Background: an optimization exercise with open tools, aiming at small area. Do not read the settings as production practice. In this exercise RTL edits were held to simulation tests only and were not proved equivalent to the original. No activity file was given, so power comes from the tool's default toggle rates. The clock port is modelled as an ideal driver; clocking choices that lean on that would not hold on a real chip.

## flow/run.sh

```bash
#!/bin/bash
# The standard layout (standard.sh, unchanged synthesis and steps) with two
# settings ORFS reads from the environment:
#  - the port buffers are the smallest buffer cell.
# The whole ORFS run's output goes to standard.log in this folder; ORFS's
# per-step logs stay under orfs/logs/.
set -euo pipefail
export CTS_ARGS="-sink_clustering_enable -repair_clock_nets -dont_use_dummy_load -sink_clustering_size 30 -sink_clustering_max_diameter 80"
export BUFFER_PORTS_ARGS="-buffer_cell sky130_fd_sc_hd__buf_1"
bash standard.sh > standard.log 2>&1
```

## standard.sh

```bash
#!/bin/bash
# synth_recipe.tcl (not shown) runs the flow's synth.tcl, then flattens the netlist and writes it again
# the make line also repeats each setting of config.mk as NAME=value (left out here)
make -C /OpenROAD-flow-scripts/flow DESIGN_CONFIG=/design/flow/config.mk WORK_HOME=/design/flow/orfs CLKGATE_MAP_FILE= SYNTH_SCRIPT=/design/flow/synth_recipe.tcl "${@:-finish}"
```

## config.mk

```make
export PLATFORM = sky130hd
export DESIGN_NAME = apb_mem_top
export DESIGN_NICKNAME = apb_mem_top
export VERILOG_FILES = /design/flow/design.v
export SDC_FILE = /design/flow/constraint.sdc
export NUM_CORES = 4
export LEC_CHECK = 0
export CAP_MARGIN = 20
export CORE_MARGIN = 2
export CORE_UTILIZATION = 70
export CTS_CLUSTER_DIAMETER = 80
export CTS_CLUSTER_SIZE = 30
export SLEW_MARGIN = 20
export SYNTH_HIERARCHICAL = 1
export SYNTH_MEMORY_MAX_BITS = 8192
```

## constraint.sdc

```tcl
create_clock -name core_clock -period 10.0 [get_ports {i_PCLK}]
set_input_delay 2.0000 -clock core_clock [delete_from_list [all_inputs] [get_ports {i_PCLK}]]
set_output_delay 2.0000 -clock core_clock [all_outputs]
set_load 0.01 [all_outputs]
```

## design.v

```verilog
`default_nettype none
module apb_slave_mem #(
    parameter int DATA_WIDTH  = 16,
    parameter int ADDR_WIDTH  = 16,
    parameter int DEPTH       = 256,
    parameter int BASE_ADDR   = 0,
    parameter int WAIT_CYCLES = 2
) (
    input  logic                  i_PCLK,
    input  logic                  i_PRESETn,
    input  logic [ADDR_WIDTH-1:0] i_PADDR,
    input  logic                  i_PSEL,
    input  logic                  i_PENABLE,
    input  logic                  i_PWRITE,
    input  logic [DATA_WIDTH-1:0] i_PWDATA,
    output logic                  o_PREADY,
    output logic [DATA_WIDTH-1:0] o_PRDATA,
    output logic                  o_PSLVERR
);
    localparam int c_IDX_W = (DEPTH > 1) ? $clog2(DEPTH) : 1;
    localparam int c_LO_W  = c_IDX_W / 2;
    localparam int c_HI_W  = c_IDX_W - c_LO_W;
    localparam logic [ADDR_WIDTH:0] c_BASE_EXT  = (ADDR_WIDTH+1)'(BASE_ADDR);
    localparam logic [ADDR_WIDTH:0] c_DEPTH_EXT = (ADDR_WIDTH+1)'(DEPTH);
    logic                    w_setup;
    logic [ADDR_WIDTH:0]     w_diff;
    logic                    w_err_new;
    logic [c_IDX_W-1:0]      w_idx_new;
    assign w_setup   = i_PSEL && !i_PENABLE;
    assign w_diff    = {1'b0, i_PADDR} - c_BASE_EXT;
    assign w_err_new = ({1'b0, i_PADDR} < c_BASE_EXT) || (w_diff >= c_DEPTH_EXT);
    assign w_idx_new = w_diff[c_IDX_W-1:0];
    logic r_pready_q, r_pslverr_q, r_rd_q, r_we_q;
    always_ff @(posedge i_PCLK or negedge i_PRESETn) begin
        if (!i_PRESETn) begin
            r_pready_q  <= 1'b0;
            r_pslverr_q <= 1'b0;
            r_rd_q      <= 1'b0;
            r_we_q      <= 1'b0;
        end else begin
            r_pready_q  <= w_setup;
            r_pslverr_q <= w_setup && w_err_new;
            r_rd_q      <= w_setup && !w_err_new && !i_PWRITE;
            r_we_q      <= w_setup && !w_err_new && i_PWRITE;
        end
    end
    logic [c_IDX_W-1:0]    r_idx_q;
    logic [DATA_WIDTH-1:0] r_wdata_q;
    always_ff @(posedge i_PCLK) begin
        r_idx_q   <= w_idx_new;
        r_wdata_q <= i_PWDATA;
    end
    localparam int c_NLO = 1 << c_LO_W;
    localparam int c_NHI = 1 << c_HI_W;
    logic [c_NLO-1:0] w_lo;
    logic [c_NHI-1:0] w_hi;
    apb_mem_predec #(.N(c_LO_W)) u_lo (
        .i_en (r_rd_q || r_we_q),
        .i_idx(r_idx_q[c_LO_W-1:0]),
        .o_sel(w_lo)
    );
    apb_mem_predec #(.N(c_HI_W)) u_hi (
        .i_en (1'b1),
        .i_idx(r_idx_q[c_IDX_W-1:c_LO_W]),
        .o_sel(w_hi)
    );
    logic [DEPTH-1:0][DATA_WIDTH-1:0] r_mem_q, w_mem_d;
    logic [DEPTH-1:0]      w_load, w_sel_n;
    logic [DATA_WIDTH-1:0] w_cdata;
    for (genvar i = 0; i < DEPTH; i++) begin : g_word
        apb_mem_nand2 u_dec (
            .a(w_lo[i % c_NLO]),
            .b(w_hi[i / c_NLO]),
            .y(w_sel_n[i])
        );
        apb_mem_inv u_load (
            .a(w_sel_n[i]),
            .y(w_load[i])
        );
        apb_mem_hold #(.W(DATA_WIDTH)) u_hold (
            .i_q   (r_mem_q[i]),
            .i_keep({DATA_WIDTH{w_sel_n[i]}}),
            .i_d   (w_cdata),
            .i_load({DATA_WIDTH{w_load[i]}}),
            .o_y   (w_mem_d[i])
        );
    end
    always_ff @(posedge i_PCLK) begin
        r_mem_q <= w_mem_d;
    end
    localparam int c_NT = DEPTH / 3;
    localparam int c_NR = DEPTH - 3 * c_NT;
    localparam int c_NY = c_NT + (c_NR != 0 ? 1 : 0);
    logic [c_NY*DATA_WIDTH-1:0] w_y;
    logic [DATA_WIDTH-1:0]      w_rd;
    for (genvar t = 0; t < c_NT; t++) begin : g_tri
        apb_mem_aoi222 #(.W(DATA_WIDTH)) u_aoi (
            .i_a0(r_mem_q[3*t]),   .i_s0({DATA_WIDTH{w_load[3*t]}}),
            .i_a1(r_mem_q[3*t+1]), .i_s1({DATA_WIDTH{w_load[3*t+1]}}),
            .i_a2(r_mem_q[3*t+2]), .i_s2({DATA_WIDTH{w_load[3*t+2]}}),
            .o_y (w_y[t*DATA_WIDTH +: DATA_WIDTH])
        );
    end
    if (c_NR == 1) begin : g_r1
        apb_mem_nand2w #(.W(DATA_WIDTH)) u_nand (
            .i_a(r_mem_q[DEPTH-1]),
            .i_b({DATA_WIDTH{w_load[DEPTH-1]}}),
            .o_y(w_y[c_NT*DATA_WIDTH +: DATA_WIDTH])
        );
    end else if (c_NR == 2) begin : g_r2
        apb_mem_aoi22 #(.W(DATA_WIDTH)) u_aoi (
            .i_a0(r_mem_q[DEPTH-2]), .i_s0({DATA_WIDTH{w_load[DEPTH-2]}}),
            .i_a1(r_mem_q[DEPTH-1]), .i_s1({DATA_WIDTH{w_load[DEPTH-1]}}),
            .o_y (w_y[c_NT*DATA_WIDTH +: DATA_WIDTH])
        );
    end
    logic [DATA_WIDTH-1:0] w_word;
    apb_mem_nandtree #(.W(DATA_WIDTH), .N(c_NY)) u_out (
        .i_y(w_y),
        .o_q(w_word)
    );
    assign w_rd = w_word & {DATA_WIDTH{r_rd_q}};
    assign w_cdata = (r_we_q && i_PSEL) ? r_wdata_q : w_word;
    assign o_PREADY  = r_pready_q;
    assign o_PRDATA  = w_rd;
    assign o_PSLVERR = r_pslverr_q;
endmodule
module apb_mem_predec #(
    parameter int N = 4
) (
    input  logic              i_en,
    input  logic [N-1:0]      i_idx,
    output logic [(1<<N)-1:0] o_sel
);
    always_comb begin
        for (int i = 0; i < (1 << N); i++) begin
            o_sel[i] = i_en && (i_idx == N'(i));
        end
    end
endmodule
module apb_mem_nand2 (
    input  logic a,
    input  logic b,
    output logic y
);
    assign y = ~(a & b);
endmodule
module apb_mem_inv (
    input  logic a,
    output logic y
);
    assign y = ~a;
endmodule
module apb_mem_hold #(
    parameter int W = 16
) (
    input  logic [W-1:0] i_q,
    input  logic [W-1:0] i_keep,
    input  logic [W-1:0] i_d,
    input  logic [W-1:0] i_load,
    output logic [W-1:0] o_y
);
    assign o_y = (i_q & i_keep) | (i_d & i_load);
endmodule
module apb_mem_aoi222 #(
    parameter int W = 16
) (
    input  logic [W-1:0] i_a0,
    input  logic [W-1:0] i_s0,
    input  logic [W-1:0] i_a1,
    input  logic [W-1:0] i_s1,
    input  logic [W-1:0] i_a2,
    input  logic [W-1:0] i_s2,
    output logic [W-1:0] o_y
);
    assign o_y = ~((i_a0 & i_s0) | (i_a1 & i_s1) | (i_a2 & i_s2));
endmodule
module apb_mem_aoi22 #(
    parameter int W = 16
) (
    input  logic [W-1:0] i_a0,
    input  logic [W-1:0] i_s0,
    input  logic [W-1:0] i_a1,
    input  logic [W-1:0] i_s1,
    output logic [W-1:0] o_y
);
    assign o_y = ~((i_a0 & i_s0) | (i_a1 & i_s1));
endmodule
module apb_mem_nand2w #(
    parameter int W = 16
) (
    input  logic [W-1:0] i_a,
    input  logic [W-1:0] i_b,
    output logic [W-1:0] o_y
);
    assign o_y = ~(i_a & i_b);
endmodule
module apb_mem_nandtree #(
    parameter int W = 16,
    parameter int N = 86
) (
    input  logic [N*W-1:0] i_y,
    output logic [W-1:0]   o_q
);
    logic [W-1:0] w_and;
    always_comb begin
        w_and = '1;
        for (int k = 0; k < N; k++) begin
            w_and = w_and & i_y[k*W +: W];
        end
    end
    assign o_q = ~w_and;
endmodule
`default_nettype wire
`default_nettype none
module apb_mem_top (
    input  logic        i_PCLK,
    input  logic        i_PRESETn,
    input  logic [15:0] i_PADDR,
    input  logic        i_PSEL,
    input  logic        i_PENABLE,
    input  logic        i_PWRITE,
    input  logic [15:0] i_PWDATA,
    output logic        o_PREADY,
    output logic [15:0] o_PRDATA,
    output logic        o_PSLVERR
);
    apb_slave_mem #(
        .DATA_WIDTH (16),
        .ADDR_WIDTH (16),
        .DEPTH      (256),
        .BASE_ADDR  (16'h0100),
        .WAIT_CYCLES(2)
    ) u_mem (
        .i_PCLK   (i_PCLK),
        .i_PRESETn(i_PRESETn),
        .i_PADDR  (i_PADDR),
        .i_PSEL   (i_PSEL),
        .i_PENABLE(i_PENABLE),
        .i_PWRITE (i_PWRITE),
        .i_PWDATA (i_PWDATA),
        .o_PREADY (o_PREADY),
        .o_PRDATA (o_PRDATA),
        .o_PSLVERR(o_PSLVERR)
    );
endmodule
`default_nettype wire
```

==> impl_metrics.py, run 1 <==
metrics = {
    "run_status": {
        "status": "complete, but fails checks",
        "violatedChecks": "negative setup slack",
    },
    "logic_synthesis": {
        "synth_mux_area_share_pct": 0.1309,
        "synth-simple-area-share_pct": 3.154,
        "synth_adder_area_share_pct": 0.01818,
        "synth-xor-area-share_pct": 0.006365,
        "syn_area_um2": 137600,
        "synth_top_family_by_area": "compound AO/OA/AOI/OAI gates",
        "synth-seq-cells": 4124,
        "syn_inst": 10670,
        "synth_seq_area_share_pct": 60.01,
        "yosys_warnings": 9,
        "synth_area_per_cell_um2": 12.89,
        "synthDistinctLibCells": 28,
        "synth-compound-area-share_pct": 35.97,
    },
    "floorplanning": {
        "std_cell_rows": 162,
        "start_util_pct": 70.50,
        "core_area_um2": 195200,
        "ios": 55,
        "die_area_um2": 200100,
        "die_h_um": 447.4,
        "die_x_um": 447.4,
    },
    "clock_tree": {
        "clk_pin_slew_ns": 0.11,
        "cts_tree": "built",
        "root_buffer": "clkbuf_16",
        "cts_inserted_buffers": 156,
        "postCtsHoldBufs": 0,
        "clock_latency_ns": 0.88,
        "htreeDepth": 4,
        "clock_path_buffers": 3,
        "cts-resized-gates": 0,
        "cts.sinks": 4124,
        "cts_setup_buffers": 0,
    },
    "timing": {
        "rsz0062_at_grt": "no",
        "finalCritPeriodShare_pct": 101.1,
        "fin_crit_ns": 10.11,
        "slew_viol_final": 0,
        "clock_skew_ns": 0.05323,
        "whs_ns": 0.4929,
        "max-slew-margin-rel_pct": 12.04,
        "timing.fmax_mhz": 98.91,
        "setup_viol_count_final": 4,
        "finalHoldViolations": 0,
        "worst_slew_pin_slew_ns": 1.319,
        "worst_slack_ns": -0.1106,
    },
    "hold_path": {
        "hold_depth": 1,
        "hp-class": "flip-flop to flip-flop",
    },
    "placement": {
        "place_ws_ns": 1.194,
        "placed_area_um2": 143600,
        "dp_hpwl_mm": 276.2,
        "port_buffers": 54,
        "gp_congestion": 0.9557,
    },
    "grt": {
        "grt_max_degree": 163,
        "track_usage_pct": 42.32,
        "grt_pass1_vias": 101600,
        "antenna_found_initial": 23,
        "overflow": 0,
        "grt_pass1_wl_mm": 656.9,
    },
    "power": {
        "p_total_mw": 24.10,
        "internal_power_mw": 19.26,
        "seqPwrFrac_pct": 68.2,
        "clkPwrFrac_pct": 31.7,
        "switching_share_pct": 20.08,
        "power_leakage_nw": 55.91,
        "power.density_nw_per_um2": 163.3,
        "p_switching_mw": 4.840,
        "pwr-share-comb_pct": 0.1,
        "ir_drop_uv": 197.2,
    },
    "detailed_routing": {
        "routedWlPerCell_um": 32.58,
        "vias": 112700,
        "first_iter_violations": 23760,
        "wl_mm": 448.1,
        "drtAntennaViolNets": 0,
        "drcViolationCount": 0,
        "via_per_inst": 8.192,
        "first_pass_iters": 17,
    },
    "final_layout": {
        "drive_gt1_share_pct": 4.181,
        "finalNetCount": 11160,
        "final_area_um2": 147600,
        "area_growth_pct": 7.240,
    },
    "setup_path": {
        "arrival_ns": 8.11,
        "crit_path_end_kind": "primary output",
        "reg2regPathDepth": 13,
        "critPathMaxFanout": 32,
        "critPathRequiredTime_ns": 8.00,
        "start_kind": "flip-flop",
        "critical_path_class": "flip-flop to primary output",
    },
    "run": {
        "maxCapViolCount": 0,
    },
}
[cells by family after synthesis]
group                    after synthesis
AO/OA/AOI/OAI                       5457
XOR/XNOR                               1
adder cells (fa/ha/maj)                2
buffers and inverters                260
flip-flops                          4124
multiplexers                          16
other                                  1
AND/OR/NAND/NOR                      812
[through the flow]
stage / TNS, ns / cells / utilization (%)
floorplan: 0 / 10680 / -
global placement: 0 / 13590 / 73.53
detailed placement: 0 / 13590 / 73.57
CTS: 0 / 13740 / 75.57
global route: 0 / 13750 / 75.59
finish: -0.2818 / 13750 / 75.60
[routing by layer]
metal  global-route usage, %  wire [µm]  vias to the layer above
met1                   58.88     172600                    56260
li1                        -          -                    47550
met5                       0        199                        -
met2                   61.36     191300                     7581
met4                   23.28      28750                       32
met3                   9.309      55160                     1258
[modules after synthesis (local to each module, per instance), a selection]
module	cells	copies in the design
apb_mem_inv	1	256
apb_mem_nand2	1	256
[state kept, by name (all words and copies together) (netlist names)]
signal and flops:
u_mem.r_we_q 1, u_mem.r_wdata_q 16, u_mem.r_idx_q 8, u_mem.r_rd_q 1, u_mem.r_pslverr_q 1, u_mem.r_pready_q 1
u_mem.r_mem_q 4096
[Yosys cell counts]
| cell type | instances | area share, % |
|---|---|---|
| o31a_1 | 1 | 0.0064 |
| nand2_1 | 292 | 0.80 |
| mux2_2 | 16 | 0.13 |
| nand4_1 | 352 | 1.6 |
| conb_1 | 1 | 0.0027 |
| a22o_1 | 4096 | 26 |
| or4_4 | 1 | 0.0082 |
| clkbuf_1 | 1 | 0.0027 |
| or3b_4 | 2 | 0.016 |
| inv_1 | 258 | 0.70 |
| nor3_2 | 2 | 0.015 |
| nand3b_1 | 4 | 0.022 |
| or2_2 | 1 | 0.0045 |
| buf_2 | 1 | 0.0036 |
| nand3_1 | 3 | 0.011 |
| or4_1 | 32 | 0.17 |
| nor2b_1 | 1 | 0.0045 |
| nor4_1 | 67 | 0.30 |
| a222oi_1 | 1360 | 9.9 |
| and4_1 | 1 | 0.0064 |
| nand2b_1 | 5 | 0.023 |
| xor2_1 | 1 | 0.0064 |
| dfrtp_1 | 4 | 0.073 |
| ha_1 | 2 | 0.018 |
| and2_1 | 16 | 0.073 |
| nor2_1 | 27 | 0.074 |
| nor3_1 | 6 | 0.022 |
| dfxtp_1 | 4120 | 60 |
[placed cells by master, fill, tap and decap left out, types with 10 or more instances in the layout]
cell type and instances:
a222oi_1 1360, buf_4 220, dfxtp_1 4120, mux2_8 16, nand2_1 289, nor2_1 10
inv_1 258, a22o_1 4096, nor4_1 44, nor4_2 20, buf_1 54, nand4_1 352
and2_1 16, or4_1 32, nor2_4 14, clkbuf_16 156, buf_12 16
[power groups by stage]
stage | combinational, mW | sequential, mW | clock (mW)
floorplan | 0.00952 | 16.8 | 0
finish | 0.0332 | 16.4 | 7.63
CTS | 0.0319 | 16.4 | 7.63
detailed placement | 0.0318 | 16.8 | 0
global placement | 0.0309 | 16.8 | 0
global route | 0.0340 | 16.4 | 8.19
[critical path: stages, from the launching register on]
cell	delay, ns
dfrtp_1	0.74
or2_2	0.50
nand3b_1	0.32
nor2_4	0.29
nand2_1	0.75
inv_1	0.74
a222oi_1	0.91
nand4_1	0.38
nor4_2	0.98
nand4_1	0.47
or4_1	0.79
and2_1	0.21
buf_1	0.13
[path summary, 6_finish.rpt]
| kind | from | end | slack [ns] |
|---|---|---|---|
| min in group asynchronous | i_PRESETn | u_mem.r_we_q | 1.02 |
| max | u_mem.r_rd_q | o_PRDATA[2] | -0.11 |
| min | u_mem.r_mem_q[3019] | u_mem.r_mem_q[3019] | 0.49 |
| max reg2reg | u_mem.r_rd_q | u_mem.r_mem_q[3011] | 1.17 |
| min reg2reg | u_mem.r_mem_q[3019] | u_mem.r_mem_q[3019] | 0.49 |
| max in group asynchronous | i_PRESETn | u_mem.r_pslverr_q | 8.69 |
[cell type report]
type                    count  area [µm²]
diodes                      8       20.02
clock buffers             156        3904
fillers                 12940       47620
inverters                 258       968.4
multi-input cells        6292       54630
flip-flops and latches   4124       82580
well taps                2624        3283
repair buffers            292        2187
==> inputs of run 2 (changes only) <==
--- a/config.mk
+++ b/config.mk
@@ -10,6 +10,7 @@
 export CORE_UTILIZATION = 70
 export CTS_CLUSTER_DIAMETER = 80
 export CTS_CLUSTER_SIZE = 30
+export SETUP_SLACK_MARGIN = 0.6
 export SLEW_MARGIN = 20
 export SYNTH_HIERARCHICAL = 1
 export SYNTH_MEMORY_MAX_BITS = 8192
==> run 2 against run 1 <==
Net effect: via count up 0.52%; global-route usage barely moved; clock-buffer cell count did not move; the run now finishes clean; largest cell class unchanged.
==> impl_metrics.py, run 2 <==
metrics = {
    "run_status": {
        "status": "no timing/DRC/antenna violations",
    },
    "setup_path": {
        "reg2reg_setup_slack_ns": 1.76,
        "crit_end": "o_PRDATA[7]",
        "r2r-end": "u_mem.r_mem_q[3830]",
        "critPathMaxFanout": 18,
        "crit_path_end_kind": "primary output",
        "critPathRequiredTime_ns": 8.00,
        "start_kind": "flip-flop",
        "critical_path_class": "flip-flop to primary output",
        "reg2reg_from": "u_mem.r_rd_q",
        "reg2regPathDepth": 15,
        "arrival_ns": 7.54,
        "critPathLaunch": "u_mem.r_rd_q",
    },
    "logic_synthesis": {
        "synth-main-ff-cell": "dfxtp_1",
        "syn_area_um2": 137600,
        "synth_seq_area_share_pct": 60.01,
        "synth_adder_area_share_pct": 0.01818,
        "synth-compound-area-share_pct": 35.97,
        "synth-xor-area-share_pct": 0.006365,
        "synth-simple-area-share_pct": 3.154,
        "synthMostInstantiatedCell": "dfxtp_1",
        "synth-seq-cells": 4124,
        "synth_top_family_by_area": "compound AO/OA/AOI/OAI gates",
        "async_reset_ff_share_pct": 0.09699,
        "synth_top_area_share_pct": 59.94,
        "ys_top_cells_by_count": "dfxtp_1, a22o_1, a222oi_1",
        "synth_edf_count": 0,
        "synthDistinctLibCells": 28,
        "syn_inst": 10670,
        "synth_mux_area_share_pct": 0.1309,
        "synth_area_per_cell_um2": 12.89,
        "yosysTopAreaCell": "dfxtp_1",
        "ys_top_cells_by_area": "dfxtp_1, a22o_1, a222oi_1, nand4_1, nand2_1",
        "yosys_warnings": 9,
    },
    "grt": {
        "track_usage_pct": 42.33,
        "grt_pass1_vias": 101600,
        "grt_max_degree": 163,
        "grt_pass1_wl_mm": 657.0,
        "overflow": 0,
        "antenna_found_initial": 26,
    },
    "final_layout": {
        "final_cells": 13780,
        "drive_gt1_share_pct": 4.711,
        "seq_area_um2": 82580,
        "final_cell_mix": "dfxtp_1, a22o_1, a222oi_1",
        "final_common_cell": "dfxtp_1",
        "reg_top3": "u_mem.r_mem_q x4096, u_mem.r_wdata_q x16, u_mem.r_idx_q x8",
        "final_area_um2": 147900,
        "finalNetCount": 11190,
        "area_growth_pct": 7.505,
        "largest_reg_flops": 4096,
        "multiInputGateArea_um2": 54800,
        "fillers": 12910,
        "regMostFlops": "u_mem.r_mem_q",
    },
    "timing": {
        "rsz0062_at_grt": "yes",
        "slew_viol_final": 0,
        "setup_viol_count_final": 0,
        "clock_skew_ns": 0.04513,
        "finalHoldViolations": 0,
        "max-slew-margin-rel_pct": 10.78,
        "fin_setup_tns_ns": 0,
        "fin_crit_ns": 9.542,
        "timing.fmax_mhz": 104.8,
        "finalCritPeriodShare_pct": 95.42,
        "worst_slew_pin_slew_ns": 1.338,
    },
    "floorplanning": {
        "start_util_pct": 70.50,
        "die_area_um2": 200100,
        "core_area_um2": 195200,
        "ios": 55,
        "die_h_um": 447.4,
        "std_cell_rows": 162,
        "die_x_um": 447.4,
    },
    "clock_tree": {
        "cts.sinks": 4124,
        "root_buffer": "clkbuf_16",
        "cts_tree": "built",
        "cts_setup_buffers": 0,
        "clock_latency_ns": 0.88,
        "htreeDepth": 4,
        "clk_pin_slew_ns": 0.11,
        "clock_path_buffers": 3,
        "cts_inserted_buffers": 156,
    },
    "detailed_routing": {
        "first_pass_iters": 14,
        "drcViolationCount": 0,
        "wl_mm": 451.2,
        "dr_wl_met3_mm": 55.97,
        "drt-met1-wl_mm": 173.4,
        "first_iter_violations": 23730,
        "top_layer_used": "met5",
        "via_per_inst": 8.220,
        "wl_met2_mm": 192.2,
        "vias": 113300,
        "routedWlPerCell_um": 32.75,
        "drtAntennaViolNets": 0,
    },
    "placement": {
        "placed_area_um2": 143600,
        "dp_hpwl_mm": 276.2,
        "dp.cells": 13590,
        "gp_congestion": 0.9557,
        "port_buffers": 54,
    },
    "power": {
        "power_leakage_nw": 55.78,
        "pwr-share-comb_pct": 0.1,
        "p_switching_mw": 4.854,
        "p_total_mw": 24.11,
        "clkPwrFrac_pct": 31.7,
        "seqPwrFrac_pct": 68.1,
        "power.density_nw_per_um2": 163.0,
        "internal_power_mw": 19.26,
        "ir_drop_uv": 196.8,
        "switching_share_pct": 20.13,
    },
    "hold_path": {
        "min-delay-start": "u_mem.r_mem_q[864]",
        "hp-class": "flip-flop to flip-flop",
    },
    "run": {
        "maxCapViolCount": 0,
    },
}
## run 2: cell types whose count changed in the layout (fill, tap and decap cells not counted), sizes merged
cell      previous run  this run
inv                258       236
diode                8        11
clkinvlp             0        44
## run 2: modules after synthesis (local to each module, per instance), excerpt
module	cells inside	flip-flops and latches
apb_mem_nand2	1	0
apb_mem_inv	1	0
## run 2: cells by family after synthesis
logic type               count (synthesis)
flip-flops                            4124
XOR/XNOR                                 1
buffers and inverters                  260
adder cells (fa/ha/maj)                  2
AO/OA/AOI/OAI                         5457
other                                    1
multiplexers                            16
AND/OR/NAND/NOR                        812
## run 2: cell type report
type,instances,share of cell area [%]
Timing Repair Buffer,292,1.478
Antenna cell,11,0.01861
Timing Repair inverter,22,0.07443
Multi-Input combinational cell,6292,37.04
Tap cell,2624,2.219
Clock buffer,156,2.639
Inverter,258,0.7104
Sequential cell,4124,55.82
## run 2: how the worst min path moves through the flow
| stage | endpoint | slack [ns] | cells after the start |
|---|---|---|---|
| floorplan | u_mem.r_mem_q[0] | 0.46 | 1 |
| global placement | u_mem.r_mem_q[3229] | 0.46 | 1 |
| detailed placement | u_mem.r_mem_q[2988] | 0.47 | 1 |
| CTS | u_mem.r_mem_q[3019] | 0.50 | 1 |
| global route | u_mem.r_mem_q[590] | 0.50 | 1 |
| finish | u_mem.r_mem_q[864] | 0.49 | 1 |
## run 2: metrics by stage
step	setup slack, ns	util, %	hold slack (ns)
2_1_floorplan	4.046	-	0.4553
3_3_place_gp	0.7877	73.53	0.4650
3_5_place_dp	1.194	73.57	0.4698
4_1_cts	0.6169	75.62	0.4952
5_1_grt	0.5247	75.78	0.5028
6_report	0.4580	75.79	0.4940
## run 2: layer usage
metal  up-vias  global-route usage (%)
met5         -                       0
met3      1292                   9.573
met4        34                   23.16
met1     56820                   58.76
met2      7510                   61.39
li1      47610                       -
## run 2: power groups by stage
stage                     registers (mW)  logic, mW  clock network, mW
final                               16.4     0.0335               7.65
after global placement              16.8     0.0309                  0
after global routing                16.4     0.0342               8.19
after CTS                           16.4     0.0319               7.63
after detailed placement            16.8     0.0318                  0
after floorplan                     16.8    0.00952                  0
## run 2: timing repair
action | 4_1_cts | 5_1_grt
endpoints found under the setup margin | 14 | 16
gates cloned | 0 | 22
gates resized for setup | 13 | 40
hold buffers | 0 | 0
pin swaps | 0 | 2
## run 2: critical path, cell delays in order (launching register included)
cell        delay (ns)
dfrtp_1           0.73
or2_2             0.49
or3b_4            0.33
nor3_4            0.10
buf_4             0.28
nand2_1           0.63
clkinvlp_4        0.55
a222oi_1          0.68
nand4_1           0.28
nor4_1            0.86
buf_4             0.29
nand4_1           0.30
or4_1             0.79
and2_1            0.20
buf_1             0.13

==> separate check: timing with driven ports <==
Ports are ideal in the flow. The routed layouts listed here were re-timed in OpenROAD. Step 1, drivers: a clkbuf_16 drives i_PCLK and a buf_2 each remaining input, both assumed. Step 2 times the ports against the registers' clock, not the clock port: input delays grow and output delays shrink by t, the midpoint of the rising clock arrivals with the driver on. a / b / c = no drivers / after step 1 / after step 2; a / b = the first two.
run | t, ns | slack for setup (ns) | worst hold slack (ns) | worst data-port slew with drivers (ns)
run 1 | 0.953 | -0.111 / -0.205 / 0.748 | 0.493 / 0.493 / 0.493 | 0.04
run 2 | 0.953 | 0.458 / 0.363 / 1.315 | 0.494 / 0.494 / 0.494 | 0.05
